Background: an optimization exercise with open tools, aiming at small area, a short achievable clock period and few clock cycles per item. Do not read the settings as production practice.
At most, simulation tests tie the RTL to the original design; equivalence was not proved.
The RTL of run 1 was laid out without a check of its function.
Power is estimated from default activity; no workload was simulated.

===== flow/design.v =====
`timescale 1ns / 1ps
package oult_pkg;
  localparam int ValueW = 32;
  localparam int PosW   = 5;
  localparam int CountW = 5;
  typedef enum logic [1:0] {
    CMD_LOOKUP = 2'd0,
    CMD_INSERT = 2'd1,
    CMD_REMOVE = 2'd2,
    CMD_SPARE  = 2'd3
  } cmd_t;
  typedef enum logic [2:0] {
    STAT_OK       = 3'd0,
    STAT_RANGE    = 3'd1,
    STAT_DUP      = 3'd2,
    STAT_NOTFOUND = 3'd3,
    STAT_FULL     = 3'd4
  } status_t;
endpackage
`timescale 1ns / 1ps
module oult_cell (
  input  logic                          clk,
  input  logic                          load,
  input  logic [oult_pkg::ValueW-1:0]   wr_val,
  input  logic [oult_pkg::ValueW-1:0]   key,
  output logic                          eq
);
  logic [oult_pkg::ValueW-1:0] entry_r;
  always_ff @(posedge clk) begin
    if (load) entry_r <= wr_val;
  end
  assign eq = (entry_r == key);
endmodule
`timescale 1ns / 1ps
module ordered_unique_list_table #(
  parameter int CAPACITY = 16
) (
  input  logic        clk,
  input  logic        rst_n,
  input  logic        in_tvalid,
  output logic        in_tready,
  input  logic [39:0] in_tdata,    
  output logic        out_tvalid,
  input  logic        out_tready,
  output logic [15:0] out_tdata    
);
  localparam int CW   = $clog2(CAPACITY + 1);
  localparam int PW   = oult_pkg::PosW + 1;
  localparam int OUTQ = 3;
  localparam int OW   = $clog2(OUTQ + 1);
  localparam int RW   = 4 + oult_pkg::CountW;    
  logic [CAPACITY-1:0] valid_r;
  logic [CW-1:0]       count_r;
  logic                vld2_r;
  logic                ins2_r;      
  logic                bad2_r;      
  logic [CAPACITY-1:0] hit2_r;      
  logic                okv2_r;      
  logic                remv2_r;     
  logic                pres2_r;     
  logic [CAPACITY-1:0] park2_r;     
  logic [CAPACITY-1:0] spare_r;
  logic                no_spare_r;   
  logic                parked2_r;    
  logic [OUTQ-1:0]     qv_r;
  logic [RW-1:0]       qd_r [OUTQ];
  logic [OW-1:0]       outst_r;     
  logic                rdy_r;
  logic                        in_acc;
  logic [1:0]                  in_cmd;
  logic [oult_pkg::PosW-1:0]   in_pos;
  logic [oult_pkg::ValueW-1:0] in_val;
  assign in_tready = rdy_r;
  assign in_acc    = in_tvalid && rdy_r;
  assign in_cmd    = in_tdata[1:0];
  assign in_pos    = in_tdata[6:2];
  assign in_val    = in_tdata[38:7];
  logic                present;
  logic                full;
  logic                do_ins;
  logic                do_rem;
  logic [CAPACITY-1:0] ins_k;
  logic [CAPACITY-1:0] rem_k;
  logic [CW-1:0]       count_nxt;
  logic [2:0]          status;
  assign present = pres2_r;
  assign full    = count_r[CW-1];    
  assign do_ins  = okv2_r && !present;
  assign do_rem  = remv2_r && present;
  assign ins_k   = park2_r & {CAPACITY{do_ins}};
  assign rem_k   = hit2_r;
  assign count_nxt = do_ins ? count_r + CW'(1) : do_rem ? count_r - CW'(1) : count_r;
  always_comb begin
    if (ins2_r) begin
      if (bad2_r)       status = oult_pkg::STAT_RANGE;
      else if (present) status = oult_pkg::STAT_DUP;
      else if (full)    status = oult_pkg::STAT_FULL;
      else              status = oult_pkg::STAT_OK;
    end else begin
      status = present ? oult_pkg::STAT_OK : oult_pkg::STAT_NOTFOUND;
    end
  end
  logic [CAPACITY-1:0] valid_nxt;
  assign valid_nxt = (valid_r & ~rem_k) | ins_k;
  logic                no_spare;
  logic                parked2;
  logic [CAPACITY-1:0] park_nxt;
  assign no_spare = no_spare_r;
  assign parked2  = parked2_r;
  assign park_nxt = spare_r |
                    ({CAPACITY{no_spare}} & (parked2 ? park2_r & {CAPACITY{!do_ins}} : rem_k));
  logic [CAPACITY-1:0] cand;
  logic [CAPACITY-1:0] first_c;
  logic                none_c;
  logic [CAPACITY-1:0] spare_nxt;
  assign cand   = ~valid_r & ~spare_r & ~park2_r;
  assign none_c = ~|cand;
  localparam int NG = CAPACITY / 4;
  logic [NG-1:0] grp_any;
  always_comb begin
    for (int g = 0; g < NG; g++) grp_any[g] = |cand[4*g +: 4];
    for (int k = 0; k < CAPACITY; k++) begin
      logic lower_grp, lower_in;
      lower_grp = 1'b0;
      for (int g = 0; g < NG; g++) if (g < k / 4) lower_grp = lower_grp | grp_any[g];
      lower_in = 1'b0;
      for (int j = 0; j < 4; j++) if (4 * (k / 4) + j < k) lower_in = lower_in | cand[4 * (k / 4) + j];
      first_c[k] = cand[k] && !lower_in && !lower_grp;
    end
  end
  assign spare_nxt = no_spare            ? (parked2 ? rem_k : '0) :
                     !none_c             ? first_c :
                     (parked2 && !do_ins) ? park2_r : rem_k;
  logic rem_any;
  logic no_spare_nxt;
  logic parked_nxt;
  assign rem_any      = do_rem;
  assign no_spare_nxt = no_spare ? !(parked2 && rem_any) :
                        none_c && !(parked2 && !do_ins) && !rem_any;
  assign parked_nxt   = !no_spare || (parked2 ? !do_ins : rem_any);
  logic [CAPACITY-1:0] eq_k;
  for (genvar k = 0; k < CAPACITY; k++) begin : g_slot
    oult_cell u_cell (
      .clk    (clk),
      .load   (park_nxt[k]),
      .wr_val (in_val),
      .key    (in_val),
      .eq     (eq_k[k])
    );
  end
  logic [CAPACITY-1:0] hit_nxt;
  assign hit_nxt = eq_k & valid_nxt;
  localparam int NC = CAPACITY + 2;    
  logic [NC-1:0] pos_gt;                
  logic [NC-1:0] cnt_is;                
  logic          gt_inc, gt_same, gt_dec;
  logic          bad_nxt, full_nxt;
  always_comb begin
    for (int c = 0; c < NC; c++) begin
      pos_gt[c] = PW'(in_pos) > PW'(c);
      cnt_is[c] = PW'(count_r) == PW'(c);
    end
  end
  assign gt_same = |(pos_gt & cnt_is);
  assign gt_inc  = |(pos_gt & {cnt_is[NC-2:0], 1'b0});    
  assign gt_dec  = |(pos_gt & {1'b0, cnt_is[NC-1:1]});    
  assign bad_nxt  = do_ins ? gt_inc : do_rem ? gt_dec : gt_same;
  assign full_nxt = do_ins ? (count_r == CW'(CAPACITY - 1)) : do_rem ? 1'b0 : full;
  logic          push;
  logic [RW-1:0] res;
  assign push = vld2_r;
  assign res  = {count_nxt[oult_pkg::CountW-1:0], present, status};
  logic [OUTQ-1:0] qv_pop, qv_hold;
  logic [RW-1:0]   qd_pop [OUTQ];
  logic [RW-1:0]   qd_hold [OUTQ];
  always_comb begin
    for (int i = 0; i < OUTQ; i++) begin
      logic above, below, tgt_p, tgt_h;
      above = (i + 1 < OUTQ) ? qv_r[(i + 1) % OUTQ] : 1'b0;
      below = (i == 0) ? 1'b1 : qv_r[(i + OUTQ - 1) % OUTQ];
      tgt_h      = push && !qv_r[i] && below;
      qv_hold[i] = qv_r[i] || tgt_h;
      qd_hold[i] = tgt_h ? res : qd_r[i];
      tgt_p     = push && qv_r[i] && !above;
      qv_pop[i] = above || tgt_p;
      if (tgt_p)          qd_pop[i] = res;
      else if (i + 1 < OUTQ) qd_pop[i] = qd_r[(i + 1) % OUTQ];
      else                qd_pop[i] = qd_r[i];
    end
  end
  logic [OW-1:0] outst_pop, outst_hold;
  assign outst_pop  = in_acc ? outst_r : outst_r - OW'(1);
  assign outst_hold = in_acc ? outst_r + OW'(1) : outst_r;
  logic pop_sel;
  assign pop_sel = out_tready && qv_r[0];
  always_ff @(posedge clk) begin
    if (!rst_n) begin
      valid_r <= '0;
      count_r <= '0;
      spare_r <= CAPACITY'(1);
      no_spare_r <= 1'b0;
      parked2_r  <= 1'b0;
      vld2_r  <= 1'b0;
      okv2_r  <= 1'b0;
      remv2_r <= 1'b0;
      qv_r    <= '0;
      outst_r <= '0;
      rdy_r   <= 1'b1;
    end else begin
      valid_r <= valid_nxt;
      count_r <= count_nxt;
      spare_r <= spare_nxt;
      no_spare_r <= no_spare_nxt;
      parked2_r  <= parked_nxt;
      vld2_r  <= in_acc;
      okv2_r  <= in_acc && in_cmd == oult_pkg::CMD_INSERT && !bad_nxt && !full_nxt;
      remv2_r <= in_acc && in_cmd == oult_pkg::CMD_REMOVE;
      qv_r    <= pop_sel ? qv_pop : qv_hold;
      outst_r <= pop_sel ? outst_pop : outst_hold;
      rdy_r   <= pop_sel ? (outst_pop < OW'(OUTQ)) : (outst_hold < OW'(OUTQ));
    end
  end
  always_ff @(posedge clk) begin
    ins2_r  <= in_cmd == oult_pkg::CMD_INSERT;
    bad2_r  <= bad_nxt;
    hit2_r  <= hit_nxt & {CAPACITY{rst_n && in_acc && in_cmd == oult_pkg::CMD_REMOVE}};
    pres2_r <= |hit_nxt;
    park2_r <= park_nxt;
    for (int i = 0; i < OUTQ; i++) qd_r[i] <= pop_sel ? qd_pop[i] : qd_hold[i];
  end
  assign out_tvalid = qv_r[0];
  assign out_tdata  = {7'd0, qd_r[0]};
endmodule

===== flow/flow/run.sh =====
#!/bin/bash
# The standard layout, with plain buffers (not delay cells) on the ports so
# that the input and output paths start out fast. Everything else is the standard flow's
# own flow (standard.sh).
set -euo pipefail
bash standard.sh finish "BUFFER_PORTS_ARGS=-buffer_cell sky130_fd_sc_hd__buf_2" > make_finish.log 2>&1

===== flow/standard.sh =====
#!/bin/bash
# synth_recipe.tcl (not shown) runs the flow's synth.tcl, then flattens the netlist and writes it again
# the make line also repeats each setting of config.mk as NAME=value (left out here)
make -C /OpenROAD-flow-scripts/flow DESIGN_CONFIG=/design/flow/config.mk WORK_HOME=/design/flow/orfs CLKGATE_MAP_FILE= SYNTH_SCRIPT=/design/flow/synth_recipe.tcl "${@:-finish}"

===== flow/config.mk =====
export PLATFORM = sky130hd
export DESIGN_NAME = ordered_unique_list_table
export DESIGN_NICKNAME = ordered_unique_list_table
export VERILOG_FILES = /design/flow/design.v
export SDC_FILE = /design/flow/constraint.sdc
export NUM_CORES = 4
export LEC_CHECK = 0
export CAP_MARGIN = 20
export CORE_MARGIN = 2
export CORE_UTILIZATION = 70
export CTS_CLUSTER_DIAMETER = 80
export CTS_CLUSTER_SIZE = 25
export SETUP_SLACK_MARGIN = 2.2
export SLEW_MARGIN = 20

===== flow/constraint.sdc =====
create_clock -name core_clock -period 4.5 [get_ports {clk}]
set_input_delay 0.9000 -clock core_clock [delete_from_list [all_inputs] [get_ports {clk}]]
set_output_delay 0.9000 -clock core_clock [all_outputs]
set_load 0.01 [all_outputs]

==> results list, run 1 <==
- Critical path capture point type: flip-flop
* Setup repair after global routing missed its margin: yes
- For this block, the initial DRC count from the detailed router was 1383.
- The number of global-route vias before repair is 15100.
- The tool flagged a number of max-cap violations equal to 0.
- In this run the vertical extent of the chip is 199 um.
- Cell Rows: 71
- For this run, the total global-route usage over all layers was measured as 31.4%.
- Synthesis produced a netlist whose cell count is 1863.
- Width of the die: 199 um
- Mean number of vias per cell: 6.22
- The setup path with the least slack is of type reg -> reg.
- Clock-pin slew reported for the worst setup and hold paths after clock tree synthesis: 0.09 ns
* Overall overflow remaining after global route: 0
- Worst reg2reg startpoint: park2_r[5]
- Count of warnings emitted by yosys: 5
- Master cell of the clock root buffer: sky130_fd_sc_hd__clkbuf_16
* Share of synthesized cell area in full adder, half adder and majority cells: 0.431%
- After clock tree synthesis, the flow added hold-fix buffers numbering 0.
- Total of flip-flops plus latches after synthesis: 622
- Before antenna repair, the detailed router went through 5 iterations.
- The run finished with no timing, DRC or antenna violations.
- Layout fillers: 2213
* Final number of hold-violating endpoints: 0
* Global-route wire length before repair: 91.6 mm
* Setup Skew: 0.0288 ns
* Clock latency reported for the late side of the worst-skew pair: 0.62 ns
* Number of max-slew violations in the final report: 0
- Share of final-layout standard cells stronger than drive strength 1: 14.3%
* Internal portion of total power: 0.00815 W
- Number of enable-type register cells in the synthesized netlist: 539
- CTS tree: built
- Area of the die: 0.0397 mm^2
- Across all layers, the routed design uses 15400 vias.
- Cell variety after synth: 68
- By instance count, the leading cell after synthesis is sky130_fd_sc_hd__edfxtp_1.
- In the detailed route, the total length drawn on met3 is 3.83 mm.
- Of all nets on the critical path, the largest fanout is 5.
- Share of flip-flops with an asynchronous set or reset: 0%
- Synth-to-Final Area Change: 10.3%
* Quantity of I/O buffers inserted on ports: 53
* Post-synthesis sequential area ratio: 66.9%
* Slew at the pin with the worst max-slew slack: 1.02 ns
- Count of antenna diodes in the layout: 0
- For this design the static power due to leakage is 9.20 nW.
- The setup check on the worst reg-to-reg path leaves a slack of 2.03 ns.
* Tightest slew margin relative to the limit: 32.2%
* Cell types with the highest counts after synthesis: sky130_fd_sc_hd__edfxtp_1, sky130_fd_sc_hd__xnor2_1, sky130_fd_sc_hd__nand4_1, sky130_fd_sc_hd__dfxtp_1, sky130_fd_sc_hd__clkbuf_1
- The worst path uses 55.0% of the clock period.
- Ranked by total cell area, the synthesized netlist is headed by sky130_fd_sc_hd__edfxtp_1, sky130_fd_sc_hd__xnor2_1, sky130_fd_sc_hd__dfxtp_1.
- For this design, the sink count on the clock tree is 622.
- In this run the number of H-tree levels came out at 1.
* Post-DP HPWL: 38.6 mm
- Residual DRC: 0
* Number of buffers created by CTS: 31
* Sum of negative setup slack: 0 ns
* Routed wire length: 60.7 mm
- Multiplexer cells account for 0.797% of the synthesized area.
- The number of cells on the worst reg-to-reg path is 7.
- In the synthesized netlist the dominant register cell turns out to be sky130_fd_sc_hd__edfxtp_1.
- Number of nets in the layout: 1996
* I/O pin count: 62
- Pwr per Cell Area: 358 mW/mm^2
- The detail route stage leaves a number of antenna-violating nets equal to 0.
* Achievable Freq: 404 MHz
- The initial antenna violation count came to 0.
- Once the floorplan was initialized, standard cells occupied 71.0% of the core.
- Data required, critical path: 5.03 ns
- Mapped Avg Cell Area: 14.3 um^2
- Top layer used by detailed routing: met4
- The clock network is responsible for 30.9% of the overall power.
- The analysis attributes to net switching a power of 0.00237 W.
- Min-delay src: hit2_r[5]
- Combined area of all synthesized cells: 0.0267 mm^2
* Sink of the worst hold path: spare_r[5]
- Post-synthesis xor/xnor area fraction: 17.0%
- The longest clock path from root to sink contains 3 buffers.
* Detailed-routed wire length on met2: 29.7 mm
- Non-filler instance count after layout: 2482
* VDD IR max: 0.369 mV
- Of the total power, the share spent switching nets is 22.6%.
- Data arrival, critical path: 3.00 ns
- Fraction of power consumed by sequential logic: 60.9%
* Final setup viols: 0
- The worst hold path belongs to the class reg -> reg.
* Largest family of logic cells by synthesized area: XOR/XNOR gates
* Largest net degree at the start of global routing: 52
- Fraction of synthesized cell area taken by the top area cell type: 60.6%
- The worst path needs 2.47 ns of the cycle, external delays included.
* Library cell with the largest summed area after synthesis: sky130_fd_sc_hd__edfxtp_1
- Global placement routability congestion: 0.909
- In this run the standard cell core region covers 0.0376 mm^2.
* Average wire length per cell after detail routing: 24.5 um
* Cell depth of the worst min-delay path: 2
- The number of placed instances, taps included, is 2407.
- Met1 WL: 25.1 mm
* Area fraction in compound gates after synthesis: 4.73%
- Power share of the combinational group: 8.2%
* Synth Area in Simple Gates: 8.04%
* Kind of launch point of the worst setup path: flip-flop
* Reg-to-reg endpoint: spare_r[6]
## through the flow
stage	hold WS, ns	area [um^2]	power, W	util, %	setup slack [ns]
6_report	0.467	29400	0.0105	78.3	2.03
5_1_grt	0.501	29400	0.0108	78.3	1.95
4_1_cts	0.480	29200	0.0106	77.7	2.04
3_5_place_dp	0.465	27900	0.00738	74.1	1.23
3_3_place_gp	0.450	27900	0.00735	74.1	1.24
2_1_floorplan	0.442	26900	0.00706	-	2.16
## registers in the layout (all words and copies together), names as in the netlist
register / flops
bad2_r: 1
count_r: 5
g_slot.u_cell.entry_r: 512
hit2_r: 16
ins2_r: 1
no_spare_r: 1
okv2_r: 1
outst_r: 2
park2_r: 16
parked2_r: 1
pres2_r: 1
qd_r: 27
qv_r: 3
rdy_r: 1
remv2_r: 1
spare_r: 16
valid_r: 16
vld2_r: 1
## critical path, stage by stage (launching register included)
cell	delay (ns)
sky130_fd_sc_hd__dfxtp_4	0.38
sky130_fd_sc_hd__nor3_4	0.06
sky130_fd_sc_hd__nor4_4	0.40
sky130_fd_sc_hd__nand4b_4	0.14
sky130_fd_sc_hd__or4_4	0.54
sky130_fd_sc_hd__or3_4	0.46
sky130_fd_sc_hd__a21o_1	0.18
sky130_fd_sc_hd__a221oi_2	0.24
## worst max path at each step
| stage | start | endpoint | slack, ns |
|---|---|---|---|
| 4_1_cts | park2_r[7] | spare_r[7] | 2.04 |
| 2_1_floorplan | in_tdata[2] | okv2_r | 2.16 |
| 3_3_place_gp | in_tdata[17] | pres2_r | 1.24 |
| 5_1_grt | park2_r[5] | spare_r[6] | 1.95 |
| 6_report | park2_r[5] | spare_r[6] | 2.03 |
| 3_5_place_dp | in_tdata[17] | pres2_r | 1.23 |
## layout by cell type (no fill, tap or decap), drive strengths merged, types with 12 or more instances in the layout
master / n
mux2: 18
nor2: 37
o21ai: 39
nor4: 39
nand2: 63
a21oi: 28
and2: 24
xor2: 64
a22o: 16
xnor2: 453
dfxtp: 83
nor3: 37
edfxtp: 539
a21o: 22
buf: 147
clkbuf: 53
inv: 31
nand4: 135
nand3: 12
## cell type report
cell class	count	area, um^2	share of cell area [%]
clock buffers	49	886	3.01
clock inverters	9	120	0.408
inverters	27	104	0.353
multi-input cells	1113	8570	29.1
flip-flops and latches	622	17900	60.7
well taps	511	639	2.17
repair buffers	151	1240	4.22
## power groups by stage
stage	Combinational, W	Sequential (W)	Clock (W)
final	0.000865	0.00641	0.00325
after global routing	0.000927	0.00642	0.00346
after CTS	0.000855	0.00641	0.00329
after detailed placement	0.000830	0.00655	0
after global placement	0.000810	0.00654	0
after floorplan	0.000522	0.00654	0
## cells by family (layout without fill, tap and decap cells)
group	Yosys count	in the layout
AND/OR/NAND/NOR	383	384
AO/OA/AOI/OAI	176	176
XOR/XNOR	517	517
other	1	7
multiplexers	19	19
flip-flops	622	622
buffers and inverters	135	236
adder cells (fa/ha/maj)	10	10
## routing by layer
metal	GRT usage, %	vias up
met5	0	-
met4	10.4	0
met3	3.21	104
met2	52.6	574
met1	43.8	7798
li1	-	6973
## timing repair
| action | CTS | global route |
|---|---|---|
| resized for setup | 80 | 52 |
| hold endpoints to repair | 0 | 0 |
| pin swaps | 11 | 17 |
| buffers inserted | 9 | 7 |
| setup endpoints to repair | 565 | 522 |
| cloned | 1 | 0 |
==> run 2, diff against run 1 <==
--- a/flow/design.v
+++ b/flow/design.v
@@ -128,9 +128,10 @@
       first_c[k] = cand[k] && !lower_in && !lower_grp;
     end
   end
-  assign spare_nxt = no_spare            ? (parked2 ? rem_k : '0) :
-                     !none_c             ? first_c :
+  logic [CAPACITY-1:0] fallback;
+  assign fallback  = no_spare            ? (parked2 ? rem_k : '0) :
                      (parked2 && !do_ins) ? park2_r : rem_k;
+  assign spare_nxt = first_c | (fallback & {CAPACITY{none_c}});
   logic rem_any;
   logic no_spare_nxt;
   logic parked_nxt;
@@ -198,6 +199,7 @@
       valid_r <= '0;
       count_r <= '0;
       spare_r <= CAPACITY'(1);
+      park2_r <= '0;
       no_spare_r <= 1'b0;
       parked2_r  <= 1'b0;
       vld2_r  <= 1'b0;
@@ -210,6 +212,7 @@
       valid_r <= valid_nxt;
       count_r <= count_nxt;
       spare_r <= spare_nxt;
+      park2_r <= park_nxt;
       no_spare_r <= no_spare_nxt;
       parked2_r  <= parked_nxt;
       vld2_r  <= in_acc;
@@ -225,7 +228,6 @@
     bad2_r  <= bad_nxt;
     hit2_r  <= hit_nxt & {CAPACITY{rst_n && in_acc && in_cmd == oult_pkg::CMD_REMOVE}};
     pres2_r <= |hit_nxt;
-    park2_r <= park_nxt;
     for (int i = 0; i < OUTQ; i++) qd_r[i] <= pop_sel ? qd_pop[i] : qd_hold[i];
   end
   assign out_tvalid = qv_r[0];
==> flow/run.sh (new file) <==
#!/bin/bash
# synth_recipe.tcl (not shown) runs the flow's synth.tcl, then flattens the netlist and writes it again
# the make line also repeats each setting of config.mk as NAME=value (left out here)
make -C /OpenROAD-flow-scripts/flow DESIGN_CONFIG=/design/flow/config.mk WORK_HOME=/design/flow/orfs CLKGATE_MAP_FILE= SYNTH_SCRIPT=/design/flow/synth_recipe.tcl finish
--- a/flow/config.mk
+++ b/flow/config.mk
@@ -10,5 +10,5 @@
 export CORE_UTILIZATION = 70
 export CTS_CLUSTER_DIAMETER = 80
 export CTS_CLUSTER_SIZE = 25
-export SETUP_SLACK_MARGIN = 2.2
+export SETUP_SLACK_MARGIN = 2.32
 export SLEW_MARGIN = 20
removed: flow/flow/run.sh
removed: flow/standard.sh
==> results list, run 2 <==
- The total wire length is 61.2 mm (+0.89%).
- The insertion delay to the later sink of the worst-skew pair was 0.61 ns (about the same).
- Flip-flop cell with the highest count after synthesis: sky130_fd_sc_hd__edfxtp_1
- The slowest stage of the critical path belongs to the cell sky130_fd_sc_hd__or4_4.
* WHS: 0.519 ns (+0.0522 ns)
- Master cell of the clock root buffer: sky130_fd_sc_hd__clkbuf_16
- The pin count of the biggest net entering global routing was 46 (-12%).
* Most common library cell in the layout ignoring fill and taps: sky130_fd_sc_hd__edfxtp_1
- The average wire length per cell after detail routing came to 24.7 um (+0.85%).
- Among all cell types in the netlist, the one instantiated most often is sky130_fd_sc_hd__edfxtp_1.
* Slew at the pin with the worst max-slew slack: 0.774 ns (-0.243 ns)
- Achievable Freq: 421 MHz (+4.2%)
* Final number of hold-violating endpoints: 0 (unchanged)
- The Yosys warning count came to 5 (unchanged).
- By startpoint and endpoint, the worst setup path is classified as reg -> reg.
* Quantity of I/O buffers inserted on ports: 53 (unchanged)
- The post-detailed-placement cell area came to 0.0278 mm^2 (about the same).
- Global placement routability congestion: 0.872 (-4.0%)
- The register area is 0.0179 mm^2 (about the same).
- The worst slew margin relative to its limit came to 48.4% (+16 points).
- The mapped cell area is 0.0266 mm^2 (-0.22%).
- The commonest cells after synthesis are sky130_fd_sc_hd__edfxtp_1, sky130_fd_sc_hd__xnor2_1, sky130_fd_sc_hd__nand4_1, sky130_fd_sc_hd__dfxtp_1.
- Total of flip-flops plus latches after synthesis: 622 (unchanged)
* Clock tree buffer depth: 3 (unchanged)
- The number of enable-type register cells in the synthesized netlist was 539 (unchanged).
* Cell Rows: 71 (unchanged)
- Residual DRC: 0 (unchanged)
- The power density over the cells was 350 mW/mm^2 (-2.2%).
- The clock skew came to 0.0240 ns (-0.00475 ns).
- Critical path peak fanout: 6 (+1)
- The number of buffers and inverters on the critical path is 1 (+1).
* Sum of negative setup slack: 0 ns (unchanged)
* Final setup viols: 0 (unchanged)
- Number of max-slew violations in the final report: 0 (unchanged)
* Register bank with the most flops: g_slot.u_cell.entry_r
- Chip height: 199 um (-0.11%)
* Time the final worst path needs with I/O delays and setup: 2.37 ns (-0.0992 ns)
- Crit path max-delay family: simple AND/OR/NAND/NOR gates
- The depth of the CTS H-tree came to 1 (unchanged).
* Share of final-layout standard cells stronger than drive strength 1: 14.9% (+0.60 points)
- The sequential-to-total area share from yosys stat was 67.0% (+0.15 points).
* Effective utilization at floorplan: 70.9% (-0.16 points)
* Final design instance area without fill: 0.0296 mm^2 (+0.64%)
* Width of the die: 199 um (-0.11%)
- The total instance count after detailed placement was 2403 (-0.17%).
- Data arrival, critical path: 2.90 ns (-0.10 ns)
- The hold buffer count at CTS came to 0 (unchanged).
* Mean number of vias per cell: 6.27 (+0.77%)
- First-pass detailed-route iteration total: 5 (unchanged)
* Total Routing Usage GR: 31.5% (+0.066 points)
- Kind of launch point of the worst setup path: flip-flop
* Clk sink count: 622 (unchanged)
- The peak supply drop is 0.424 mV (+15%).
- Top library cells by usage in the layout, fill and taps aside: sky130_fd_sc_hd__edfxtp_1, sky130_fd_sc_hd__xnor2_1, sky130_fd_sc_hd__nand4_1
- The setup slack after layout came to 2.13 ns (+0.0992 ns).
* Layout fillers: 2127 (-3.9%)
* Data required, critical path: 5.03 ns (about the same)
- Routed via count: 15600 (+0.82%)
- The leftover overflow at the end of global routing came to 0 (unchanged).
- Area of the placeable core: 0.0376 mm^2 (unchanged)
* P_leak: 9.17 nW (-0.30%)
- CTS tree: built
- CP cell instances: nor3_2 > or4_4 > or4b_4 > nor3b_4 > buf_6 > nand4_4 > o22ai_2
- The total area of multi-input combinational cells is 0.00871 mm^2 (+1.7%).
- Setup repair after global routing could not meet its margin everywhere.
- The antenna diode count was 0 (unchanged).
- The count of antenna-violating nets left after detailed routing was 0 (unchanged).
- Number of nets in the layout: 1998 (+0.10%)
- Vias in the first global route: 15300 (+1.2%)
- Final Cycle Share: 52.8% (-2.2 points)
* Number of flip-flops under the largest register name: 512 (unchanged)
- The area share of the largest cell type after synthesis is 60.8% (+0.13 points).
* I/O pin count: 62 (unchanged)
- The clock-pin slew on the worst setup and hold paths is 0.10 ns (about the same).
- Top cells by area in the synthesized netlist: sky130_fd_sc_hd__edfxtp_1, sky130_fd_sc_hd__xnor2_1, sky130_fd_sc_hd__dfxtp_1
- The final instance count without filler cells came to 2483 (+0.040%).
* Critical path capture point type: flip-flop
* Share of flip-flops with an asynchronous set or reset: 0% (unchanged)
- Synth-to-Final Area Change: 11.2%
* Max-capacitance violation count: 0 (unchanged)
- The CTS buffer count is 30 (-3.2%).
- Post-DP HPWL: 38.2 mm (-1.1%)
- Critical path's largest stage delay: 0.53 ns (about the same)
* Outcome: no timing/DRC/antenna violations
- Initial antenna violation count: 0 (unchanged)
* Cell variety after synth: 64 (-5.9%)
- Number of standard cells after synthesis: 1870 (+0.38%)
- The global-route wire length before repair was 91.8 mm (+0.32%).
- Library cell with the largest summed area after synthesis: sky130_fd_sc_hd__edfxtp_1
- Post-placement worst setup slack: 1.06 ns (-0.178 ns)
- The largest registers in the layout are g_slot.u_cell.entry_r x512, qd_r x27.
- Mapped Avg Cell Area: 14.2 um^2 (-0.59%)
* First DRT Iteration DRCs: 1447 (+4.6%)
* Area of the die: 0.0396 mm^2 (-0.22%)
- Path type of the worst min-delay path: reg -> reg
[run 2: cell families after synthesis]
family                     count (synthesis)  share of synthesized area, %
AOI/OAI and AO/OA                        164                          4.18
xor gates and xnor gates                 517                          17.0
adders and majority gates                  6                         0.282
buffers and inverters                    134                          2.14
DFF                                      622                          67.0
muxes                                     18                         0.761
other                                      1                        0.0141
and+or+nand+nor                          408                          8.63
[run 2: worst min-delay path: stages, from the launching register on]
cell                      delay (ns)
sky130_fd_sc_hd__dfxtp_1        0.34
sky130_fd_sc_hd__nand3_1        0.08
sky130_fd_sc_hd__a21oi_1        0.06
[run 2: layout make-up]
class / instances / share of cell area (%)
Inverter: 28 / 0.355
Multi-Input combinational cell: 1122 / 29.4
Timing Repair Buffer: 144 / 4.65
Sequential cell: 622 / 60.3
Clock inverter: 5 / 0.182
Tap cell: 511 / 2.16
Clock buffer: 51 / 2.92
[run 2: final timing paths]
| kind | start | endpoint | slack [ns] | cells past startpoint |
|---|---|---|---|---|
| max | park2_r[2] | spare_r[7] | 2.13 | 7 |
| min | vld2_r | qv_r[2] | 0.52 | 2 |
| max reg2reg | park2_r[2] | spare_r[7] | 2.13 | 7 |
| min reg2reg | vld2_r | qv_r[2] | 0.52 | 2 |
[run 2: through the flow]
step           util, %  power, W
3_5_place_dp      74.1   0.00735
6_report          78.8    0.0104
5_1_grt           78.8    0.0106
4_1_cts           77.9    0.0104
3_3_place_gp      74.1   0.00732
2_1_floorplan        -   0.00708
[run 2: per-layer routing]
metal	vias up	routed length (um)	track usage [%]	part of all wire, %
li1	6945	-	-	-
met1	7875	25200	44.6	41
met2	646	29700	51.7	48
met3	109	4470	3.85	7.3
met4	0	1860	9.98	3.0
met5	-	0	0	0
[run 2: repair_timing]
action	CTS	global route
setup buffers	14	7
pin swaps	24	18
gates resized for setup	153	82
gates cloned	3	0
endpoints found under the setup margin	571	189
[run 2: report_power, final]
group | total (W) | switching (W) | internal [W]
Clock | 0.00308 | 0.00173 | 0.00135
Sequential | 0.00639 | 0.0000395 | 0.00635
Combinational | 0.000889 | 0.000542 | 0.000346
Testbench counts of run 2, summed over its fixed seeds: cycles 12,016, items 12,000.
==> run 3, diff against run 2 <==
--- a/flow/config.mk
+++ b/flow/config.mk
@@ -7,7 +7,7 @@
 export LEC_CHECK = 0
 export CAP_MARGIN = 20
 export CORE_MARGIN = 2
-export CORE_UTILIZATION = 70
+export CORE_UTILIZATION = 60
 export CTS_CLUSTER_DIAMETER = 80
 export CTS_CLUSTER_SIZE = 25
 export SETUP_SLACK_MARGIN = 2.32
==> results list, run 3 <==
- From synthesis to final layout, the design area changed by 11.0%.
* Achievable Freq: 415 MHz (-1.5%)
- Post-synthesis sequential area ratio: 67.0% (unchanged)
- Number of standard cells after synthesis: 1870 (unchanged)
* Final setup viols: 0 (unchanged)
- The count of cell types in the netlist is 64 (unchanged).
- Kind of critical path: in -> reg
- The proportion of power drawn by flip-flops and latches was 60.9% (-0.8 points).
* Clock tree buffer depth: 3 (unchanged)
- The endpoint identified for the worst register-to-register timing path is okv2_r.
- I/O pin count: 62 (unchanged)
* Area of the die: 0.0461 mm^2 (+16%)
- By area the synthesized netlist is led by sky130_fd_sc_hd__edfxtp_1, sky130_fd_sc_hd__xnor2_1, sky130_fd_sc_hd__dfxtp_1.
* Met1 usage: 40.4% (-4.2 points)
* WHS: 0.482 ns (-0.0371 ns)
* P_leak: 9.12 nW (-0.56%)
- The measured slew at the worst slew-check pin is 0.783 ns (+0.00915 ns).
- Register bank with the most flops: g_slot.u_cell.entry_r
- The critical path starts at in_tdata[6].
- Leaving out fill and tap cells, the most frequent cell in the layout is sky130_fd_sc_hd__edfxtp_1.
- First-pass detailed-route iteration total: 5 (unchanged)
- The sum of negative setup slack came to 0 ns (unchanged).
- The worst-case reg-to-reg path depth was 9 (+2).
* Quantity of I/O buffers inserted on ports: 53 (unchanged)
* Internal portion of total power: 0.00810 W (+0.77%)
* Clock power share: 30.9% (+1.2 points)
* Area of the placeable core: 0.0440 mm^2 (+17%)
* Number of flip-flops under the largest register name: 512 (unchanged)
* First DRT Iteration DRCs: 1477 (+2.1%)
- The post-detailed-route via-to-cell ratio is 5.94 (-5.4%).
* Overall overflow remaining after global route: 0 (unchanged)
* Setup slack of the worst register-to-register path: 2.15 ns (+0.02 ns)
- The final count of pins violating max slew is 0 (unchanged).
- Share of flip-flops with an asynchronous set or reset: 0% (unchanged)
- Tightest slew margin relative to the limit: 47.5% (-0.89 points)
- Count of antenna diodes in the layout: 0 (unchanged)
- The worst endpoint required time was 5.03 ns (about the same).
- Max-capacitance violation count: 0 (unchanged)
- Critical path capture point type: flip-flop
- Critical path's largest stage delay: 0.36 ns (-0.17 ns)
* Total number of H-tree levels: 1 (unchanged)
- Critical path peak fanout: 17 (+11)
* Path type of the worst min-delay path: in -> reg
- VDD IR max: 0.399 mV (-5.8%)
* CTS tree: built
- Final Cycle Share: 53.6% (+0.80 points)
- In this run the critical register-to-register path is launched from count_r[0].
- The number of enable-type register cells in the synthesized netlist is 539 (unchanged).
* Cell Rows: 77 (+8.5%)
- The final critical path time including I/O delays and setup came to 2.41 ns (+0.0358 ns).
- Kind of launch point of the worst setup path: input pin
- Count of warnings emitted by yosys: 5 (unchanged)
* Setup repair after global routing missed its margin: yes
* Busiest layer in global routing: met2
* Vias in the first global route: 14600 (-4.0%)
- Fraction of met3 tracks used by global routing: 2.94% (-0.90 points)
* Net switching power figure: 0.00240 W (+3.4%)
* Net Sw Frac: 22.8% (+0.46 points)
- Power share of the combinational group: 8.2% (-0.4 points)
* Met2 Resource Use GR: 44.0% (-7.7 points)
- The total count of hold-check failures in the final report was 0 (unchanged).
* Width of the die: 215 um (+7.9%)
* Total of flip-flops plus latches after synthesis: 622 (unchanged)
* Library cell with the largest summed area after synthesis: sky130_fd_sc_hd__edfxtp_1
- Most common cell in the netlist: sky130_fd_sc_hd__edfxtp_1
- Sorting the synthesized cells by how often they occur yields sky130_fd_sc_hd__edfxtp_1, sky130_fd_sc_hd__xnor2_1, sky130_fd_sc_hd__nand4_1, sky130_fd_sc_hd__dfxtp_1.
- Clock tree synthesis selected as its root buffer the cell sky130_fd_sc_hd__clkbuf_16.
- Flip-flop cell with the highest count after synthesis: sky130_fd_sc_hd__edfxtp_1
* Initial antenna violation count: 0 (unchanged)
* Data arrival, critical path: 2.94 ns (+0.04 ns)
* Routed wire length: 62.9 mm (+2.7%)
- Number of buffers created by CTS: 31 (+3.3%)
- Fraction of synthesized cell area taken by the top area cell type: 60.8% (unchanged)
- The pin count of the biggest net entering global routing came to 46 (unchanged).
- Number of nets in the layout: 1996 (-0.10%)
* Largest registers: g_slot.u_cell.entry_r x512, qd_r x27
* Most frequent cell on the critical path: sky130_fd_sc_hd__a32o_1
- The detailed-route DRC error count was 0 (unchanged).
- Mapped Avg Cell Area: 14.2 um^2 (unchanged)
- Combined area of all synthesized cells: 0.0266 mm^2 (unchanged)
- Routed via count: 15200 (-2.3%)
- Clk sink count: 622 (unchanged)
- Worst Setup EP: okv2_r
* Setup Skew: 0.0181 ns (-0.00588 ns)
- The insertion delay to the later sink of the worst-skew pair came to 0.63 ns (+0.02 ns).
* Pwr per Cell Area: 355 mW/mm^2 (+1.5%)
- Slowest-stage cell, CP: sky130_fd_sc_hd__clkdlybuf4s15_2
- Post-DP HPWL: 39.9 mm (+4.5%)
- The fraction of final layout cells sized beyond drive strength 1 came to 14.1% (-0.85 points).
- Total Routing Usage GR: 27.3% (-4.2 points)
- The starting density of the core came to 60.5% (-10 points).
- The clock-pin slew on the worst setup and hold paths was 0.10 ns (about the same).
* Top library cells by usage in the layout, fill and taps aside: sky130_fd_sc_hd__edfxtp_1, sky130_fd_sc_hd__xnor2_1, sky130_fd_sc_hd__nand4_1
* Global placement routability congestion: 0.864 (-0.95%)
- Chip height: 215 um (+7.9%)
- The global-route wire length before repair is 94.6 mm (+3.0%).
- The run finished with no timing, DRC or antenna violations.
* Remaining antenna violation count: 0 (unchanged)
- Traced cell by cell, the critical path runs through clkdlybuf4s15_2 > nor2_1 > nand2_1 > a32o_1 > a32o_1 > o31ai_1 > o211ai_1 > a211oi_1.
- The average wire length per cell after detail routing is 24.5 um (-0.52%).
-- run 3: routing by layer --
| layer | up-vias | part of all wire [%] |
|---|---|---|
| li1 | 6948 | - |
| met1 | 7791 | 45 |
| met2 | 391 | 48 |
| met3 | 83 | 4.4 |
| met4 | 0 | 2.6 |
| met5 | - | 0 |
-- run 3: worst min path at each step --
stage	from	end	cells past startpoint
after detailed placement	qv_r[1]	qv_r[2]	2
after CTS	in_tdata[29]	g_slot[9].u_cell.entry_r[22]	1
after floorplan	pres2_r	qd_r[2][3]	0
after global routing	in_tdata[29]	g_slot[9].u_cell.entry_r[22]	1
final	in_tdata[29]	g_slot[9].u_cell.entry_r[22]	1
after global placement	vld2_r	qv_r[2]	2
-- run 3: layout make-up --
class                   count  area (um^2)
inverters                  28          108
fillers                  3187        14400
multi-input cells        1122         8610
well taps                 592          741
clock buffers              47          877
repair buffers            141         1260
flip-flops and latches    622        17900
clock inverters            11          114
-- run 3: cell families after synthesis --
group           after synthesis  synth area share, %
buf+inv                     134                 2.14
mux                          18                0.761
xor+xnor                    517                 17.0
fa+ha+maj                     6                0.282
compound gates              164                 4.18
simple gates                408                 8.63
other cells                   1               0.0141
flops                       622                 67.0
-- run 3: power groups by stage --
stage	Sequential (W)	Clock [W]	Combinational (W)
6_report	0.00639	0.00324	0.000865
5_1_grt	0.00640	0.00348	0.000929
4_1_cts	0.00639	0.00331	0.000859
3_5_place_dp	0.00653	0	0.000835
3_3_place_gp	0.00652	0	0.000822
2_1_floorplan	0.00652	0	0.000561
-- run 3: through the flow --
stage | power, W | std cells | cell area [um^2] | utilization, % | worst slack (ns)
6_report | 0.0105 | 2563 | 29600 | 67.2 | 2.09
3_3_place_gp | 0.00734 | 2491 | 28000 | 63.6 | 1.07
4_1_cts | 0.0106 | 2561 | 29400 | 66.7 | 2.16
3_5_place_dp | 0.00736 | 2491 | 28000 | 63.6 | 1.04
2_1_floorplan | 0.00708 | 1876 | 27400 | - | 2.06
5_1_grt | 0.0108 | 2563 | 29600 | 67.2 | 2.11
-- run 3: worst max-delay path, delay by kind of cell --
family,cells,cell delay (ns)
buffers and inverters,1,0.36
AOI/OAI and AO/OA,5,1.22
and+or+nand+nor,2,0.45
-- run 3: what timing repair did --
action / in CTS / in global routing
resized for setup: 120 / 63
setup buffers: 10 / 2
endpoints found under the setup margin: 595 / 296
gates cloned: 2 / 0
hold buffers: 0 / 0
pin swaps: 18 / 13
==> run 4, diff against run 3 <==
--- a/flow/config.mk
+++ b/flow/config.mk
@@ -7,8 +7,8 @@
 export LEC_CHECK = 0
 export CAP_MARGIN = 20
 export CORE_MARGIN = 2
-export CORE_UTILIZATION = 60
+export CORE_UTILIZATION = 75
 export CTS_CLUSTER_DIAMETER = 80
 export CTS_CLUSTER_SIZE = 25
-export SETUP_SLACK_MARGIN = 2.32
+export SETUP_SLACK_MARGIN = 2.25
 export SLEW_MARGIN = 20
==> results list, run 4 <==
- Average wire length per cell after detail routing: 26.9 um (+9.7%)
* Area of the placeable core: 0.0353 mm^2 (-20%)
- Cell types with the highest counts after synthesis: sky130_fd_sc_hd__edfxtp_1, sky130_fd_sc_hd__xnor2_1, sky130_fd_sc_hd__nand4_1, sky130_fd_sc_hd__dfxtp_1
- The CTS buffer count was 29 (-6.5%).
- Master cell of the clock root buffer: sky130_fd_sc_hd__clkbuf_16
* Remaining antenna violation count: 0 (unchanged)
* Non-filler instance count after layout: 2421 (-5.5%)
- The total global routing track utilization is 35.2% (+7.9 points).
- I/O pin count: 62 (unchanged)
* Data arrival, critical path: 2.83 ns (-0.11 ns)
* Setup Skew: 0.0236 ns (+0.00544 ns)
- The net switching power figure is 0.00232 W (-3.1%).
* Largest registers: g_slot.u_cell.entry_r x512, qd_r x27
* Global placement routability congestion: 0.911 (+5.4%)
- Cell depth of the worst min-delay path: 2 (+1)
* Path type of the worst min-delay path: reg -> reg
- Max-capacitance violation count: 0 (unchanged)
- Tightest slew margin relative to the limit: 47.0% (-0.55 points)
- Power share of the combinational group: 8.6% (+0.4 points)
* Quantity of I/O buffers inserted on ports: 53 (unchanged)
- Area of the die: 0.0370 mm^2 (-20%)
- Clock-pin slew reported for the worst setup and hold paths after clock tree synthesis: 0.10 ns (about the same)
- The horizontal die dimension is 192 um (-10%).
- Fraction of synthesized cell area taken by the top area cell type: 60.8% (unchanged)
- First-pass detailed-route iteration total: 6 (+1)
- The total of flip-flops plus latches after synthesis is 622 (unchanged).
- P_leak: 9.10 nW (-0.19%)
- The pin count of the biggest net entering global routing is 46 (unchanged).
- The final count of pins violating max slew is 0 (unchanged).
- The switching portion of total power came to 22.4% (-0.44 points).
* Mapped Avg Cell Area: 14.2 um^2 (unchanged)
- The count of final setup violators came to 0 (unchanged).
* Clk sink count: 622 (unchanged)
* Kind of launch point of the worst setup path: flip-flop
- Vias in the first global route: 15800 (+7.8%)
- Yosys instantiated no cell more often than sky130_fd_sc_hd__edfxtp_1.
- Sum of negative setup slack: 0 ns (unchanged)
- Residual DRC: 0 (unchanged)
- The post-detailed-placement cell area was 0.0278 mm^2 (-0.68%).
- The fill cell instance count of the final layout is 1808 (-43%).
* Number of nets in the layout: 1987 (-0.45%)
- The worst-case reg-to-reg path depth is 7 (-2).
* Register bank with the most flops: g_slot.u_cell.entry_r
* Share of flip-flops with an asynchronous set or reset: 0% (unchanged)
* Post-DP HPWL: 40.0 mm (+0.30%)
- The fraction of final layout cells sized beyond drive strength 1 is 13.6% (-0.48 points).
* Final number of hold-violating endpoints: 0 (unchanged)
* Outcome: no timing/DRC/antenna violations
- Library cell with the largest summed area after synthesis: sky130_fd_sc_hd__edfxtp_1
- Clock tree buffer depth: 3 (unchanged)
* Global-route wire length before repair: 95.9 mm (+1.3%)
- Count of warnings emitted by yosys: 5 (unchanged)
- The peak supply drop was 0.459 mV (+15%).
- The starting density of the core came to 75.4% (+15 points).
- The insertion delay to the later sink of the worst-skew pair is 0.61 ns (-0.02 ns).
* Pwr per Cell Area: 354 mW/mm^2 (-0.38%)
- Initial antenna violation count: 0 (unchanged)
- TritonCTS built the clock tree.
* Number of instances in the placed design: 2348 (-5.7%)
- The leftover overflow at the end of global routing is 0 (unchanged).
- Number of standard cells after synthesis: 1870 (unchanged)
* Post-synthesis sequential area ratio: 67.0% (unchanged)
- Achievable Freq: 434 MHz (+4.7%)
- The total area of multi-input combinational cells is 0.00859 mm^2 (-0.22%).
* Routed via count: 16100 (+5.8%)
- Setup repair after global routing could not meet its margin everywhere.
* First DRT Iteration DRCs: 1779 (+20%)
* Chip height: 192 um (-10%)
- Cell Rows: 69 (-10%)
* Number of enable-type register cells in the synthesized netlist: 539 (unchanged)
- The proportion of power drawn by flip-flops and latches was 61.6% (+0.7 points).
* Combined area of all synthesized cells: 0.0266 mm^2 (unchanged)
- Leaving out fill and tap cells, the most frequent cell in the layout is sky130_fd_sc_hd__edfxtp_1.
- The total wire length came to 65.2 mm (+3.6%).
- The register area is 0.0179 mm^2 (about the same).
* Final Cycle Share: 51.2% (-2.4 points)
- Critical path capture point type: flip-flop
- Top library cells by usage in the layout, fill and taps aside: sky130_fd_sc_hd__edfxtp_1, sky130_fd_sc_hd__xnor2_1, sky130_fd_sc_hd__nand4_1
* Cell variety after synth: 64 (unchanged)
- Ranked by total cell area, the synthesized netlist is headed by sky130_fd_sc_hd__edfxtp_1, sky130_fd_sc_hd__xnor2_1, sky130_fd_sc_hd__dfxtp_1.
- The critical path is of the reg -> reg type.
- Clock power share: 29.7% (-1.2 points)
- Data required, critical path: 5.03 ns (about the same)
- Setup slack of the worst register-to-register path: 2.20 ns (+0.05 ns)
- Synth-to-Final Area Change: 10.2%
* Time the final worst path needs with I/O delays and setup: 2.30 ns (-0.108 ns)
- Slew at the pin with the worst max-slew slack: 0.795 ns (+0.0125 ns)
* Internal portion of total power: 0.00806 W (-0.58%)
- Mean number of vias per cell: 6.65 (+12%)
- The maximum fanout encountered on the critical timing path is 6 (-11).
* Number of flip-flops under the largest register name: 512 (unchanged)
- Flip-flop cell with the highest count after synthesis: sky130_fd_sc_hd__edfxtp_1
- The antenna diode count came to 0 (unchanged).
- The depth of the CTS H-tree is 1 (unchanged).
- The final design area excluding fillers came to 0.0294 mm^2 (-0.77%).
[run 4: power by group through the flow]
stage | Clock [W] | Combinational (W) | Sequential, W
finish | 0.00309 | 0.000895 | 0.00640
global route | 0.00329 | 0.000946 | 0.00641
CTS | 0.00309 | 0.000858 | 0.00640
detailed placement | 0 | 0.000832 | 0.00653
global placement | 0 | 0.000801 | 0.00652
floorplan | 0 | 0.000552 | 0.00652
[run 4: through the flow]
stage	setup slack [ns]	hold WS, ns	util [%]	total power (W)
after floorplan	2.06	0.406	-	0.00707
after global placement	1.10	0.497	78.7	0.00732
after detailed placement	1.15	0.525	78.7	0.00736
after CTS	2.13	0.539	82.3	0.0103
after global routing	2.13	0.559	83.1	0.0106
final	2.20	0.535	83.1	0.0104
[run 4: cell families after synthesis]
| kind of cell | Yosys count | share of synthesized area (%) |
|---|---|---|
| multiplexers | 18 | 0.761 |
| other | 1 | 0.0141 |
| XOR/XNOR | 517 | 17.0 |
| adder cells (fa/ha/maj) | 6 | 0.282 |
| AND/OR/NAND/NOR | 408 | 8.63 |
| flip-flops | 622 | 67.0 |
| AO/OA/AOI/OAI | 164 | 4.18 |
| buffers and inverters | 134 | 2.14 |
[run 4: routing by layer]
| layer | wire length [um] | track usage [%] |
|---|---|---|
| met2 | 32300 | 58.7 |
| met3 | 6120 | 4.86 |
| met1 | 24700 | 49.2 |
| met5 | 0 | 0 |
| met4 | 1990 | 10.7 |
[run 4: path summary, 6_finish.rpt]
| kind | from | to |
|---|---|---|
| hold reg to reg | vld2_r | qv_r[2] |
| hold / removal | vld2_r | qv_r[2] |
| setup reg to reg | spare_r[2] | spare_r[7] |
| setup / recovery | spare_r[2] | spare_r[7] |
[run 4: final cells by class]
type	count	area share (%)
Timing Repair Buffer	134	4.43
Tap cell	461	1.97
Clock inverter	3	0.0853
Multi-Input combinational cell	1122	29.3
Sequential cell	622	60.9
Clock buffer	51	3.04
Inverter	28	0.358
[run 4: what timing repair did]
action,4_1_cts,5_1_grt
gates resized for setup,100,61
pin swaps,13,19
setup buffers,7,9
hold buffers,0,0
endpoints found under the setup margin,215,46
gates cloned,2,1
[run 4: worst max-delay path, stage by stage, from the launching register on]
cell and delay, ns:
sky130_fd_sc_hd__dfxtp_2 0.37, sky130_fd_sc_hd__nor3_2 0.05, sky130_fd_sc_hd__or4_1 0.51, sky130_fd_sc_hd__or4b_4 0.52, sky130_fd_sc_hd__nor3b_4 0.20, sky130_fd_sc_hd__buf_6 0.17, sky130_fd_sc_hd__nand4_4 0.17, sky130_fd_sc_hd__o22ai_1 0.22
==> run 5, diff against run 4 <==
--- a/flow/config.mk
+++ b/flow/config.mk
@@ -7,8 +7,9 @@
 export LEC_CHECK = 0
 export CAP_MARGIN = 20
 export CORE_MARGIN = 2
-export CORE_UTILIZATION = 75
+export CORE_UTILIZATION = 70
 export CTS_CLUSTER_DIAMETER = 80
 export CTS_CLUSTER_SIZE = 25
-export SETUP_SLACK_MARGIN = 2.25
+export SETUP_SLACK_MARGIN = 2.2
 export SLEW_MARGIN = 20
+export SYNTH_HIERARCHICAL = 1
==> results list, run 5 <==
- Outcome: no timing/DRC/antenna violations
* Sum of negative setup slack: 0 ns (unchanged)
* Number of buffers added to fix hold violations after cts: 0 (unchanged)
* Setup repair after global routing missed its margin: yes
- The overall power of the completed layout is 0.0103 W (-1.2%).
* Overall overflow remaining after global route: 0 (unchanged)
- Clock power share: 30.7% (+1.0 points)
- The peak supply drop came to 0.416 mV (-9.3%).
- Yosys attributes the largest share of cell area to sky130_fd_sc_hd__edfxtp_1, sky130_fd_sc_hd__xor2_1, sky130_fd_sc_hd__dfxtp_1.
- Register bank with the most flops: g_slot.u_cell.entry_r
- The setup slack of the worst register-to-register path is 2.16 ns (-0.04 ns).
- The number of global-route vias before repair is 14600 (-7.6%).
- The placeable core region is 0.0374 mm^2 (+5.9%).
- The part of the cycle the worst path needs is 52.6% (+1.4 points).
- The row count is 71 (+2.9%).
- Share of flip-flops with an asynchronous set or reset: 0% (unchanged)
- Leaving out fill and tap cells, the most frequent cell in the layout is sky130_fd_sc_hd__edfxtp_1.
- The clock skew was 0.0119 ns (-0.0117 ns).
- Routed via count: 15000 (-7.0%)
- Number of flip-flops under the largest register name: 512 (unchanged)
- Number of nets in the layout: 1977 (-0.50%)
- The floorplan die height was 198 um (+3.0%).
- The startpoint identified for the worst register-to-register timing path is count_r[4].
- Path type of the worst min-delay path: reg -> reg
* Clock tree buffer depth: 3 (unchanged)
* Clock-pin slew reported for the worst setup and hold paths after clock tree synthesis: 0.10 ns (about the same)
- The sequential-to-total area share from yosys stat was 67.5% (+0.53 points).
- Flip-flop cell with the highest count after synthesis: sky130_fd_sc_hd__edfxtp_1
- The clock sink count was 622 (unchanged).
* Reg-to-reg endpoint: okv2_r
- The number of enable-type register cells in the synthesized netlist is 539 (unchanged).
- The CTS buffer count was 30 (+3.4%).
- Max-capacitance violation count: 0 (unchanged)
* Largest registers: g_slot.u_cell.entry_r x512, qd_r x27
- The average wire length per cell after detail routing came to 21.9 um (-19%).
- Slew at the pin with the worst max-slew slack: 0.837 ns (+0.0412 ns)
- The detailed-route DRC error count was 0 (unchanged).
- Fraction of power consumed by sequential logic: 62.2% (+0.6 points)
* Fraction of synthesized cell area taken by the top area cell type: 61.2% (+0.48 points)
* Final number of hold-violating endpoints: 0 (unchanged)
- The starting density of the core is 70.7% (-4.8 points).
* Cell count of the worst reg-to-reg path: 8 (+1)
- Number of standard cells after synthesis: 1808 (-3.3%)
- Largest net degree at the start of global routing: 45 (-2.2%)
- Top library cells by usage in the layout, fill and taps aside: sky130_fd_sc_hd__edfxtp_1, sky130_fd_sc_hd__xor2_1, sky130_fd_sc_hd__nor4_1
- CTS tree: built
- Remaining antenna violation count: 0 (unchanged)
* Cell variety after synth: 67 (+4.7%)
- The number of placed I/O pins came to 62 (unchanged).
* Pwr per Cell Area: 349 mW/mm^2 (-1.3%)
- The highest achievable clock rate is 422 MHz (-2.7%).
- Width of the die: 198 um (+3.0%)
- Critical path peak fanout: 17 (+11)
- Net Sw Frac: 21.5% (-0.89 points)
- STA classifies the critical path startpoint as an input pin.
- The final hold slack is 0.516 ns (-0.0189 ns).
* Total of flip-flops plus latches after synthesis: 622 (unchanged)
- Startpoint of the most critical setup path: in_tdata[4]
- The weighted congestion reported at the end of routability-driven placement was 0.910 (-0.11%).
- The initial antenna violation count came to 0 (unchanged).
- The antenna diode count is 0 (unchanged).
- Of all cell types, the one taking the most synthesized area is sky130_fd_sc_hd__edfxtp_1.
- Synth-to-Final Area Change: 11.2%
* Data arrival, critical path: 2.90 ns (+0.07 ns)
- Data required, critical path: 5.03 ns (about the same)
- The post-detailed-route via-to-cell ratio is 6.09 (-8.5%).
- The area enclosed by the die boundary is 0.0393 mm^2 (+6.2%).
* Share of final-layout standard cells stronger than drive strength 1: 11.2% (-2.3 points)
- Total number of H-tree levels: 1 (unchanged)
- Number of max-slew violations in the final report: 0 (unchanged)
* Time the final worst path needs with I/O delays and setup: 2.37 ns (+0.0641 ns)
- The total of buffers placed on input and output ports is 53 (unchanged).
- The instance count along the most critical hold path is 2 (unchanged).
- The count of final setup violators came to 0 (unchanged).
- Critical path capture point type: flip-flop
- The first-iteration detailed-routing DRC count came to 1233 (-31%).
* First-pass detailed-route iteration total: 8 (+2)
* Sink of the worst hold path: qv_r[2]
- Combined area of all synthesized cells: 0.0264 mm^2 (-0.78%)
* Kind of critical path: in -> reg
* Global-route wire length before repair: 81.3 mm (-15%)
- The average instance area after synthesis is 14.6 um^2 (+2.6%).
- Count of warnings emitted by yosys: 11 (+6)
* P_leak: 10.2 nW (+12%)
* Internal portion of total power: 0.00805 W (about the same)
* Most common cell in the netlist: sky130_fd_sc_hd__edfxtp_1
- The net switching power figure came to 0.00220 W (-5.1%).
- The total wire length is 53.9 mm (-17%).
- The fill cell instance count of the final layout was 2097 (+16%).
- The tree is rooted in a sky130_fd_sc_hd__clkbuf_16.
- The total global routing track utilization is 27.3% (-7.9 points).
* Clock latency reported for the late side of the worst-skew pair: 0.60 ns (about the same)
- The half-perimeter wire length after placement came to 30.7 mm (-23%).
- The startpoint identified for the worst hold timing path is vld2_r.
- Power share of the combinational group: 7.1% (-1.5 points)
- Sorting the synthesized cells by how often they occur yields sky130_fd_sc_hd__edfxtp_1, sky130_fd_sc_hd__xor2_1, sky130_fd_sc_hd__nor4_1, sky130_fd_sc_hd__dfxtp_1, sky130_fd_sc_hd__nor2_1.
* Tightest slew margin relative to the limit: 44.1% (-2.8 points)
run 5: layout make-up:
| class | instances | area, um^2 | area share, % |
|---|---|---|---|
| Sequential cell | 622 | 17900 | 60.8 |
| Clock buffer | 47 | 867 | 2.95 |
| Timing Repair Buffer | 126 | 1290 | 4.39 |
| Tap cell | 511 | 639 | 2.18 |
| Inverter | 27 | 109 | 0.370 |
| Clock inverter | 8 | 100 | 0.341 |
| Multi-Input combinational cell | 1120 | 8510 | 29.0 |
run 5: cells by family (layout without fill, tap and decap cells):
group | count (synthesis) | in the layout | synth area share [%]
xor+xnor | 517 | 517 | 17.1
buf+inv | 73 | 208 | 1.17
fa+ha+maj | 9 | 9 | 0.398
flops | 622 | 622 | 67.5
other cells | 1 | 7 | 0.0142
simple gates | 404 | 404 | 8.61
compound gates | 164 | 165 | 4.38
mux | 18 | 18 | 0.767
run 5: Yosys stat by module, one instance, submodules excluded:
| module | cells | copies in the design |
|---|---|---|
| ordered_unique_list_table | 608 | 1 |
| oult_cell | 75 | 16 |
run 5: power by group through the flow:
stage	Clock, W	Combinational [W]	Sequential (W)
global route	0.00337	0.000788	0.00639
finish	0.00315	0.000724	0.00638
detailed placement	0	0.000649	0.00652
global placement	0	0.000629	0.00651
CTS	0.00320	0.000700	0.00638
floorplan	0	0.000329	0.00652
run 5: worst max-delay path by stage:
stage,to,slack [ns],depth (start not counted)
after floorplan,okv2_r,1.97,8
after global placement,okv2_r,0.89,8
after detailed placement,okv2_r,0.94,8
after CTS,okv2_r,2.15,9
after global routing,okv2_r,2.05,8
final,okv2_r,2.13,8
run 5: repair_timing:
action / in CTS / in global routing
setup endpoints to repair: 148 / 28
endpoints found under the hold margin: 0 / 0
pin swaps: 6 / 14
buffers inserted: 16 / 12
cloned: 5 / 3
gates resized for setup: 117 / 51
run 5: critical path, cell delays in order:
cell	delay [ns]
sky130_fd_sc_hd__clkbuf_4	0.21
sky130_fd_sc_hd__and2_4	0.22
sky130_fd_sc_hd__a21o_1	0.19
sky130_fd_sc_hd__a221o_1	0.35
sky130_fd_sc_hd__a311o_1	0.33
sky130_fd_sc_hd__o41ai_2	0.31
sky130_fd_sc_hd__o311ai_2	0.19
sky130_fd_sc_hd__nor3_1	0.20
run 5: metrics by stage:
step | instances | util (%) | instance area [um^2] | worst slack (ns)
6_report | 2461 | 78.6 | 29400 | 2.13
5_1_grt | 2461 | 78.6 | 29400 | 2.05
4_1_cts | 2446 | 77.7 | 29100 | 2.15
3_5_place_dp | 2370 | 73.8 | 27600 | 0.944
3_3_place_gp | 2370 | 73.7 | 27600 | 0.893
2_1_floorplan | 1814 | - | 26500 | 1.97
run 5: metal layers:
layer	up-vias	wire (um)	part of all wire [%]	track usage, %
li1	6908	-	-	-
met1	7467	22500	42	37.8
met3	83	3400	6.3	3.00
met4	0	1210	2.2	7.46
met5	-	0	0	0
met2	522	26700	50	46.7
==> run 6, diff against run 5 <==
--- a/flow/config.mk
+++ b/flow/config.mk
@@ -12,4 +12,3 @@
 export CTS_CLUSTER_SIZE = 25
 export SETUP_SLACK_MARGIN = 2.2
 export SLEW_MARGIN = 20
-export SYNTH_HIERARCHICAL = 1
==> results list, run 6 <==
- The run finished with no timing, DRC or antenna violations.
* Mapped Avg Cell Area: 14.2 um^2 (-2.6%)
- Width of the die: 199 um (+0.38%)
* Cell variety after synth: 64 (-4.5%)
* Clock-pin slew reported for the worst setup and hold paths after clock tree synthesis: 0.10 ns (about the same)
- The pin count of the biggest net entering global routing is 46 (+2.2%).
- The critical path is of the reg -> reg type.
- Number of buffers created by CTS: 30 (unchanged)
- Sum of negative setup slack: 0 ns (unchanged)
- Post-placement worst setup slack: 1.12 ns (+0.173 ns)
- Remaining antenna violation count: 0 (unchanged)
- Max-capacitance violation count: 0 (unchanged)
* Synth-to-Final Area Change: 9.20%
- Cell depth of the worst min-delay path: 1 (-1)
- CP cell instances: nor3_2 > or4_1 > or4b_4 > nor3b_4 > buf_6 > nand4_4 > o22ai_1
* Most common cell in the netlist: sky130_fd_sc_hd__edfxtp_1
- Number of flip-flops under the largest register name: 512 (unchanged)
- The min-delay analysis places its worst path in the category in -> reg.
- Number of buffers added to fix hold violations after cts: 0 (unchanged)
- Count of warnings emitted by yosys: 5 (-6)
- The part of the cycle the worst path needs came to 51.6% (-1.0 points).
- The final net count is 1981 (+0.20%).
* Share of synthesized area spent on multiplexers: 0.761% (-0.0060 points)
- Clock tree buffer depth: 3 (unchanged)
- The met2 capacity usage during global routing was 52.5% (+5.8 points).
- The power density over the cells is 354 mW/mm^2 (+1.6%).
- Kind of launch point of the worst setup path: flip-flop
* Final number of hold-violating endpoints: 0 (unchanged)
- Among all flip-flop cells after synthesis, the most frequent one is sky130_fd_sc_hd__edfxtp_1.
* Clock latency reported for the late side of the worst-skew pair: 0.61 ns (about the same)
- The first-iteration detailed-routing DRC count was 1585 (+29%).
- Initial antenna violation count: 1 (+1)
* Critical path's largest stage delay: 0.53 ns (+0.18 ns)
- Count of antenna diodes in the layout: 0 (unchanged)
- Total number of H-tree levels: 1 (unchanged)
* Total Routing Usage GR: 31.8% (+4.5 points)
- Cell types with the highest counts after synthesis: sky130_fd_sc_hd__edfxtp_1, sky130_fd_sc_hd__xnor2_1, sky130_fd_sc_hd__nand4_1, sky130_fd_sc_hd__dfxtp_1
- The worst setup path is captured at a flip-flop.
- The area enclosed by the die boundary is 0.0396 mm^2 (+0.77%).
* Largest family of logic cells by synthesized area: XOR/XNOR gates
- In the final layout, the registers with the most flip-flops are g_slot.u_cell.entry_r x512, qd_r x27.
- Final setup viols: 0 (unchanged)
- Routed wire length: 61.5 mm (+14%)
- Min-delay src: in_tdata[16]
- Post-synthesis xor/xnor area fraction: 17.0% (-0.13 points)
* Setup Skew: 0.0203 ns (+0.00836 ns)
- Share of flip-flops with an asynchronous set or reset: 0% (unchanged)
* Area of the placeable core: 0.0376 mm^2 (+0.48%)
- Top library cells by usage in the layout, fill and taps aside: sky130_fd_sc_hd__edfxtp_1, sky130_fd_sc_hd__xnor2_1, sky130_fd_sc_hd__nand4_1
* Area fraction in compound gates after synthesis: 4.18% (-0.20 points)
- The area share of the largest cell type after synthesis was 60.8% (-0.48 points).
* Busiest layer in global routing: met2
* Met1 usage: 45.4% (+7.6 points)
* Register bank with the most flops: g_slot.u_cell.entry_r
- Number of standard cells after synthesis: 1870 (+3.4%)
- The final count of pins violating max slew is 0 (unchanged).
* Top cells by area in the synthesized netlist: sky130_fd_sc_hd__edfxtp_1, sky130_fd_sc_hd__xnor2_1, sky130_fd_sc_hd__dfxtp_1
- The worst slew margin relative to its limit came to 44.3% (+0.20 points).
- First-pass detailed-route iteration total: 5 (-3)
* Total of flip-flops plus latches after synthesis: 622 (unchanged)
- The path with the worst hold slack has its endpoint at g_slot[12].u_cell.entry_r[9].
- Vias in the first global route: 15200 (+3.9%)
- Quantity of I/O buffers inserted on ports: 53 (unchanged)
- Setup repair after global routing missed its margin: yes
- Critical path peak fanout: 6 (-11)
* Post-synthesis sequential area ratio: 67.0% (-0.53 points)
- Fraction of met3 tracks used by global routing: 3.75% (+0.75 points)
- The global-route wire length before repair came to 92.6 mm (+14%).
- Time the final worst path needs with I/O delays and setup: 2.32 ns (-0.0450 ns)
* Data arrival, critical path: 2.85 ns (-0.05 ns)
- Summed over all instances, the cell type with the most area after synthesis is sky130_fd_sc_hd__edfxtp_1.
- The worst endpoint required time is 5.03 ns (about the same).
- The library cell used most frequently in the layout, excluding fill and tap cells, is sky130_fd_sc_hd__edfxtp_1.
* VDD IR max: 0.480 mV (+15%)
- Slowest-stage cell, CP: sky130_fd_sc_hd__or4b_4
- The worst-case reg-to-reg path depth is 7 (-1).
- The average wire length per cell after detail routing came to 24.9 um (+14%).
- Chip height: 199 um (+0.38%)
- Share of final-layout standard cells stronger than drive strength 1: 12.0% (+0.74 points)
- Reg-to-reg endpoint: spare_r[7]
- The detailed-route DRC error count came to 0 (unchanged).
* Overall overflow remaining after global route: 0 (unchanged)
* Routed via count: 15700 (+4.5%)
- The number of placed I/O pins is 62 (unchanged).
* Master cell of the clock root buffer: sky130_fd_sc_hd__clkbuf_16
* Setup slack of the worst register-to-register path: 2.18 ns (+0.02 ns)
* Effective utilization at floorplan: 70.9% (+0.22 points)
- Global placement routability congestion: 0.859 (-5.6%)
* P_leak: 8.98 nW (-12%)
- The post-detailed-route via-to-cell ratio came to 6.35 (+4.3%).
- Layout fillers: 2207 (+5.2%)
* Post-DP HPWL: 38.3 mm (+25%)
* Worst reg2reg startpoint: park2_r[0]
- The setup slack after layout was 2.18 ns (+0.0450 ns).
- Combined area of all synthesized cells: 0.0266 mm^2 (+0.79%)
- Cell Rows: 71 (unchanged)
- The clock sink count came to 622 (unchanged).
- The highest achievable clock rate is 431 MHz (+1.9%).
- Synth Area in Simple Gates: 8.63% (+0.017 points)
- The number of enable-type register cells in the synthesized netlist came to 539 (unchanged).
* Slew at the pin with the worst max-slew slack: 0.830 ns (-0.00619 ns)
- Share of synthesized cell area in full adder, half adder and majority cells: 0.282% (-0.12 points)
* CTS tree: built
[run 6: cell count changes in the layout (fill, tap and decap cells not counted), sizes merged, moves of 95 or more]
cell	change
nand4	+97
xor2	-448
nor4	-95
xnor2	+448
[run 6: logic make-up (layout without fill, tap and decap cells)]
| kind of cell | Yosys count | after routing |
|---|---|---|
| multiplexers | 18 | 18 |
| flip-flops | 622 | 622 |
| adder cells (fa/ha/maj) | 6 | 6 |
| buffers and inverters | 134 | 211 |
| AND/OR/NAND/NOR | 408 | 409 |
| AO/OA/AOI/OAI | 164 | 165 |
| other | 1 | 7 |
| XOR/XNOR | 517 | 517 |
[run 6: cell type report]
type	count	area [um^2]	area share [%]
clock buffer	49	843	2.90
multi-input combinational	1122	8460	29.1
clock inverter	7	83.8	0.288
timing repair buffer	127	1090	3.74
tap	511	639	2.20
sequential	622	17900	61.4
inverter	28	105	0.361
[run 6: report_power, final]
part | switching (W) | internal (W)
registers | 0.0000436 | 0.00635
clock network | 0.00175 | 0.00132
logic | 0.000532 | 0.000315
total | 0.00232 | 0.00799
[run 6: worst max path at each step]
stage / start / to / slack, ns / cells past startpoint
4_1_cts: in_tdata[4] / okv2_r / 2.07 / 8
6_report: park2_r[0] / spare_r[7] / 2.18 / 7
3_3_place_gp: in_tdata[4] / okv2_r / 1.07 / 8
5_1_grt: count_r[1] / okv2_r / 2.08 / 9
2_1_floorplan: in_tdata[3] / okv2_r / 2.06 / 8
3_5_place_dp: in_tdata[4] / okv2_r / 1.12 / 8
[run 6: layer usage]
layer,vias up,wire length [um]
met5,-,0
met4,0,1840
met3,113,4430
met2,722,29700
met1,7914,25500
li1,6912,-
[run 6: per-stage QoR]
stage	utilization [%]	power, W	cells	area [um^2]	hold WS, ns
floorplan	-	0.00704	1876	26900	0.406
global placement	74.1	0.00732	2399	27800	0.497
detailed placement	74.1	0.00735	2399	27800	0.511
CTS	77.0	0.0103	2465	28900	0.496
global route	77.4	0.0106	2466	29100	0.495
finish	77.4	0.0103	2466	29100	0.515
[run 6: what timing repair did]
action                                  CTS  global route
gates resized for setup                  58            49
endpoints found under the setup margin  404            43
gates cloned                              2             0
pin swaps                                 7             8
buffers inserted                          8             1
[run 6: critical path: cells and delay by family, from the launching register on]
kind / cells / cell delay, ns
DFF: 1 / 0.36
AOI/OAI and AO/OA: 1 / 0.22
buffers and inverters: 1 / 0.18
and+or+nand+nor: 5 / 1.49

afterwards: timing with drivers on the ports:
The results above use ideal ports. As a check the final layouts listed here were re-extracted and re-timed, cells and wires unchanged. Step 1: set_driving_cell puts a clkbuf_16 on clk and a buf_2 on each other input, an assumption about the parent block. Step 2 also shifts input and output timing later by t, the mid clock arrival at the registers, as if the neighbouring blocks saw the same clock. Slacks: ideal / step 1 / step 2; pairs: ideal / step 1.
| run | shift t [ns] | setup WS [ns] | hold WS [ns] | worst setup path at the end | pins driven straight from the clock port |
|---|---|---|---|---|---|
| run 1 | 0.660 | 2.026 / 2.026 / 1.612 | 0.467 / 0.467 / 0.467 | input to register | 1 |
| run 2 | 0.651 | 2.125 / 2.125 / 1.601 | 0.519 / 0.519 / 0.519 | input to register | 1 |
| run 3 | 0.672 | 2.089 / 2.128 / 1.456 | 0.482 / 0.442 / 0.528 | input to register | 1 |
| run 4 | 0.651 | 2.197 / 2.197 / 1.556 | 0.535 / 0.535 / 0.535 | input to register | 1 |
| run 5 | 0.650 | 2.133 / 2.159 / 1.516 | 0.516 / 0.516 / 0.516 | input to register | 1 |
| run 6 | 0.653 | 2.178 / 2.178 / 1.594 | 0.515 / 0.479 / 0.527 | input to register | 1 |
After both steps every run listed still meets setup and hold. For run 4, which loses most, drivers alone change the setup slack by 0.000 ns; drivers and shift together by -0.641 ns.
